From an optimization exercise on the open Yosys and OpenROAD flow, aimed at small area, a short achievable clock period and few clock cycles; shortcuts taken in it are not production practice. Function was checked by simulation only, so behaviour that the tests miss may differ from the original. Power figures rest on the tool's default switching activity, not on a simulated workload.

Design pcpi_systolic_mmul, start of the top module:
module pcpi_systolic_mmul #(
  parameter int N    = 3,
  parameter int DW   = 16,
  parameter int ACCW = 2*DW+$clog2(N)+1
) (
  input  logic        clk,
  input  logic        resetn,
  input  logic        pcpi_valid,
  input  logic [31:0] pcpi_insn,
  input  logic [31:0] pcpi_rs1,
  input  logic [31:0] pcpi_rs2,
  output logic        pcpi_wr,
  output logic [31:0] pcpi_rd,
  output logic        pcpi_wait,
  output logic        pcpi_ready
);
clock: 14.0 ns
lec_check: 0
cap_margin: 20
core_margin: 2
core_utilization: 40
cts_buf_list: sky130_fd_sc_hd__clkbuf_16
cts_cluster_diameter: 60
cts_cluster_size: 20
slew_margin: 20
standard.sh (not shown) runs the stock make flow with config.mk's settings and CLKGATE_MAP_FILE= SYNTH_SCRIPT=/design/flow/synth_recipe.tcl, a recipe that flattens the netlist after the stock synthesis.
==> flow/flow/run.sh <==
#!/bin/bash
set -euo pipefail
export SETUP_SLACK_MARGIN=9.8
export BUFFER_PORTS_ARGS="-buffer_cell sky130_fd_sc_hd__buf_4"
bash standard.sh > standard.log 2>&1
The first run completed with no timing, DRC or antenna violations.
Testbench counts at the start, summed over its fixed seeds: cycles 19,035.
Change:
--- a/flow/design.v
+++ b/flow/design.v
@@ -858,12 +858,13 @@
     rd_ovf = 1'b0;
     for (int k = 0; k < NN; k++) begin
       rd_raw = rd_raw | (c_m[k] & {PW{idx_oh[k]}});
       rd_ovf = rd_ovf | (c_ovf[k] & idx_oh[k]);
     end
     rd_val = rd_ovf ? {rd_raw[32], {31{~rd_raw[32]}}} : rd_raw[31:0];
+    if (idx[7:4] != 4'd0 || c_zero) rd_val = '0;
   end
   logic          rst_q;        
   logic          w_pend;       
   logic [1:0]    w_mat;        
   logic [8:0]    w_oh;         
   logic [2:0]    w_r, w_c;     
@@ -966,14 +967,13 @@
     for (int k = 0; k < NN; k++) mask[k] = ge_t(cp[k], thresh);
   logic run_pend, busy, answer;
   assign busy   = w_pend || s1_act || (nx_cnt != '0) || (s2_tgt != '0);
   assign answer = run_pend && !busy;
   always_ff @(posedge clk) begin
     pcpi_wr <= f3[1];
-    pcpi_rd <= (rd_val & {32{(idx[7:4] == 4'd0) && !c_zero && !answer}})
-             | ({23'd0, mask} & {32{answer}});
+    pcpi_rd <= f3[0] ? {23'd0, mask} : rd_val;
     w_mat   <= idx[7:6];
     w_oh    <= idx_oh;
     w_r     <= {idx_oh[8] | idx_oh[7] | idx_oh[6], idx_oh[5] | idx_oh[4] | idx_oh[3], idx_oh[2] | idx_oh[1] | idx_oh[0]};
     w_c     <= {idx_oh[8] | idx_oh[5] | idx_oh[2], idx_oh[7] | idx_oh[4] | idx_oh[1], idx_oh[6] | idx_oh[3] | idx_oh[0]};
     if (!resetn || f_write) w_data <= resetn ? pcpi_rs2[15:0] : 16'd0;
     if (!resetn) begin
What happened: Clock-buffer cell count is unchanged. Setup slack gets better by 0.052 ns. Synthesized cell count decreases by about 1.5%. Cell count decreases by about 2%. Hold slack gets better by 0.020 ns. Die area barely changes. Global-route usage decreases by 0.31 points. First-iteration DRC count decreases by 1.9%. Sequential share of layout area increases by 0.64 points. Combinational power decreases by about 0.8%. Design area decreases by 1.2%. Power is about the same. Synthesized area hardly moves. Critical path depth decreases by 2.
Testbench counts after the change, summed over its fixed seeds: cycles 19,035.

========
== old ==
pcpi_systolic_mmul, a different RTL version from the one above (not shown whole).
Size in the first run: roughly 3900 cells after synthesis, roughly 1100 flip-flops, roughly 130 I/O pins, ~52000 um2 of cells after synthesis.
export LEC_CHECK = 0
export CAP_MARGIN = 20
export CORE_MARGIN = 2
export CORE_UTILIZATION = 40
export CTS_BUF_LIST = sky130_fd_sc_hd__clkbuf_16
export CTS_CLUSTER_DIAMETER = 60
export CTS_CLUSTER_SIZE = 20
export SLEW_MARGIN = 20
create_clock -name core_clock -period 14.0 [get_ports {clk}]
Scripts as last shown in full above: flow/flow/run.sh
old reached the end of the flow, and the finished layout is clean on the timing, design-rule and antenna checks.
Testbench counts of old, summed over its fixed seeds: cycles 19,035.
diff inputs: old => new
diff --git a/flow/design.v b/flow/design.v
--- a/flow/design.v
+++ b/flow/design.v
@@ -864,57 +864,36 @@
   end
   logic          rst_q;        
   logic          w_pend;       
   logic [1:0]    w_mat;        
   logic [8:0]    w_oh;         
   logic [2:0]    w_r, w_c;     
   logic [15:0]   w_data;       
   logic        s1_act;
   logic [8:0]  s1_tgt;
-  logic [8:0] tgt0, oh0;
-  always_comb begin
-    if (w_mat == 2'd0) begin
-      tgt0 = {2'b00, w_r[2], 2'b00, w_r[1], 2'b00, w_r[0]};
-      oh0  = {2'b00, w_c[2], 2'b00, w_c[1], 2'b00, w_c[0]};
-    end else begin
-      tgt0 = {6'd0, w_c};
-      oh0  = {6'd0, w_r};
-    end
-  end
+  logic [8:0] tgt0;
+  always_comb
+    tgt0 = (w_mat == 2'd0) ? {2'b00, w_r[2], 2'b00, w_r[1], 2'b00, w_r[0]} : {6'd0, w_c};
   logic       nx_isa;          
   logic       nx_bias;         
   logic [1:0] nx_cnt;          
-  logic [8:0] nx_oh;
-  logic [8:0] nx_aoh;
-  logic [2:0] s1_r, nx_m;
-  always_comb begin
-    s1_r = {|s1_tgt[8:6], |s1_tgt[5:3], |s1_tgt[2:0]};
-    nx_m = {|nx_oh[8:6], |nx_oh[5:3], |nx_oh[2:0]};
-    nx_aoh = {{3{s1_r[2]}} & nx_m, {3{s1_r[1]}} & nx_m, {3{s1_r[0]}} & nx_m};
-  end
   logic ld0, ld_ab, ld_bias, step, step_bias;
   assign ld0       = w_pend && (w_mat != 2'd3);
   assign ld_ab     = w_pend && !w_mat[1];
   assign ld_bias   = w_pend && (w_mat == 2'd2);
   assign step      = !ld0 && (nx_cnt != 2'd0);
   assign step_bias = step && nx_bias;
   logic [8:0]  sel_a, sel_b;
   logic [15:0] mux_a, mux_b, m_val, op_val;
   logic        m_from_b;
   logic [16:0] delta, mcand;
   always_comb begin
     m_from_b = ld_ab ? (w_mat == 2'd1) : (step && !nx_isa);
-    if (ld_bias)   sel_a = {2'b00, w_r[2], 2'b00, w_r[1], 2'b00, w_r[0]};   
-    else if (ld_ab) sel_a = (w_mat == 2'd0) ? w_oh : oh0;
-    else           sel_a = nx_isa ? nx_aoh : nx_oh;
-    if (ld_bias)   sel_b = {6'd0, w_c};                                       
-    else if (ld_ab) sel_b = (w_mat == 2'd1) ? w_oh : oh0;
-    else           sel_b = nx_oh;
     mux_a = '0;
     mux_b = '0;
     for (int k = 0; k < NN; k++) begin
       mux_a = mux_a | ({16{sel_a[k]}} & a_m[k]);
       mux_b = mux_b | ({16{sel_b[k]}} & b_m[k]);
     end
     m_val  = m_from_b ? mux_b : mux_a;
     op_val = m_from_b ? mux_a : mux_b;
     delta  = {w_data[15], w_data} - {m_val[15], m_val};
@@ -1038,33 +1017,61 @@
       nx_cnt <= '0;
     end else if (ld0) begin
       s1_act   <= 1'b1;
       s1_delta <= mcand;
       s1_tgt   <= ld_bias ? w_oh : tgt0;
       s1_xm    <= ld_bias ? 2'd1 : (s1_act && (s1_tgt & tgt0) != '0) ? 2'd2 : 2'd0;
       nx_cnt   <= 2'd2;
       nx_isa   <= (w_mat != 2'd1);
       nx_bias  <= ld_bias;
-      nx_oh    <= (w_mat == 2'd1) ? rot_col(oh0) : (w_mat == 2'd0) ? rot_row(oh0) : rot_col({6'd0, w_c});
     end else if (step) begin
       s1_act <= 1'b1;
       if (nx_bias) s1_delta <= mcand;
       s1_tgt <= nx_bias ? s1_tgt : nx_isa ? rot_row(s1_tgt) : rot_col(s1_tgt);
       s1_xm  <= nx_bias ? 2'd2 : 2'd0;
       nx_cnt <= nx_cnt - 2'd1;
-      nx_oh  <= nx_isa ? (nx_bias ? rot_col(nx_oh) : rot_row(nx_oh)) : rot_col(nx_oh);
     end else begin
       s1_act <= 1'b0;
     end
     s1_one <= b_one;
     s1_two <= b_two;
     s1_neg <= b_neg;
   end
+  logic [2:0] i_r, i_c;
+  logic       rot_a, rot_b, bias_now;
+  always_comb begin
+    i_r = {idx_oh[8] | idx_oh[7] | idx_oh[6], idx_oh[5] | idx_oh[4] | idx_oh[3], idx_oh[2] | idx_oh[1] | idx_oh[0]};
+    i_c = {idx_oh[8] | idx_oh[5] | idx_oh[2], idx_oh[7] | idx_oh[4] | idx_oh[1], idx_oh[6] | idx_oh[3] | idx_oh[0]};
+    rot_a    = ld0 ? (w_mat != 2'd0) : (step && (!nx_isa || nx_bias));
+    rot_b    = ld0 ? (w_mat != 2'd1) : (step && nx_isa);
+    bias_now = ld0 ? ld_bias : nx_bias;
+  end
+  always_ff @(posedge clk) begin
+    if (f_write) begin
+      case (idx[7:6])
+        2'd0: begin                                    
+          sel_a <= idx_oh;
+          sel_b <= {2'b00, i_c[2], 2'b00, i_c[1], 2'b00, i_c[0]};
+        end
+        2'd1: begin                                    
+          sel_a <= {6'd0, i_r};
+          sel_b <= idx_oh;
+        end
+        default: begin                                 
+          sel_a <= {2'b00, i_r[2], 2'b00, i_r[1], 2'b00, i_r[0]};
+          sel_b <= {6'd0, i_c};
+        end
+      endcase
+    end else begin
+      if (rot_a) sel_a <= bias_now ? rot_row(sel_a) : rot_col(sel_a);
+      if (rot_b) sel_b <= bias_now ? rot_col(sel_b) : rot_row(sel_b);
+    end
+  end
   always_ff @(posedge clk) begin
     if (!resetn) begin
       s2_tgt <= '0;
       s2_s   <= '0;
       s2_c   <= '0;
     end else begin
       s2_tgt <= s1_act ? s1_tgt : 9'd0;
       s2_s   <= pp_s;
       s2_c   <= pp_c;
new: no failed stages, no open violations at the end
Share of the core filled with cells in the final layout in new is 0.52 points lower than in old
Comparing old and new, internal power of the cells is lower on old.
Across both runs, relative contribution of the clock network to total power was lower for new than for old.
Count of clock-net buffers in the final layout, old and new, higher one = old.
Compared with old, synthesized cell count in new increased slightly.
Sort old and new by multiplexer share of the synthesized area desc -> top: old
Against old, new comes in 1020 ps higher on post-layout worst setup margin.
[compare] base=old new=new: clock slew seen by the registers of the worst setup and hold paths flat; vertical die dimension up 0.34%.
Testbench counts of new, summed over its fixed seeds: cycles 19,035.

-- static timing again, ports no longer ideal --
Ports are ideal in the flow. The routed layouts listed here were re-timed in OpenROAD. Step 1, drivers: a clkbuf_16 drives clk and a buf_2 each remaining input, both assumed. Step 2 also shifts input and output timing later by t, the mid clock arrival at the registers, as if the neighbouring blocks saw the same clock. Three values: no drivers, after step 1, after step 2; two values: the first two.
run | t, ns | setup WS [ns] | hold slack, ns | worst slew at a driven data input, ns | cell pins on the clock port's net
the first run of note 1 | 0.776 | 9.760 / 9.719 / 8.943 | 0.463 / 0.463 / 0.463 | 0.15 | 1
the second run of note 1 | 0.789 | 9.812 / 9.818 / 9.072 | 0.482 / 0.482 / 0.482 | 0.05 | 1
old | 0.780 | 8.772 / 8.772 / 8.772 | 0.472 / 0.472 / 0.472 | 0.34 | 1
new | 0.779 | 9.797 / 9.704 / 8.925 | 0.500 / 0.500 / 0.500 | 0.21 | 1
After both steps setup and hold are still met in every run listed. The setup slack of new, which loses most, moves by -0.093 ns with the drivers and by -0.872 ns with both steps.
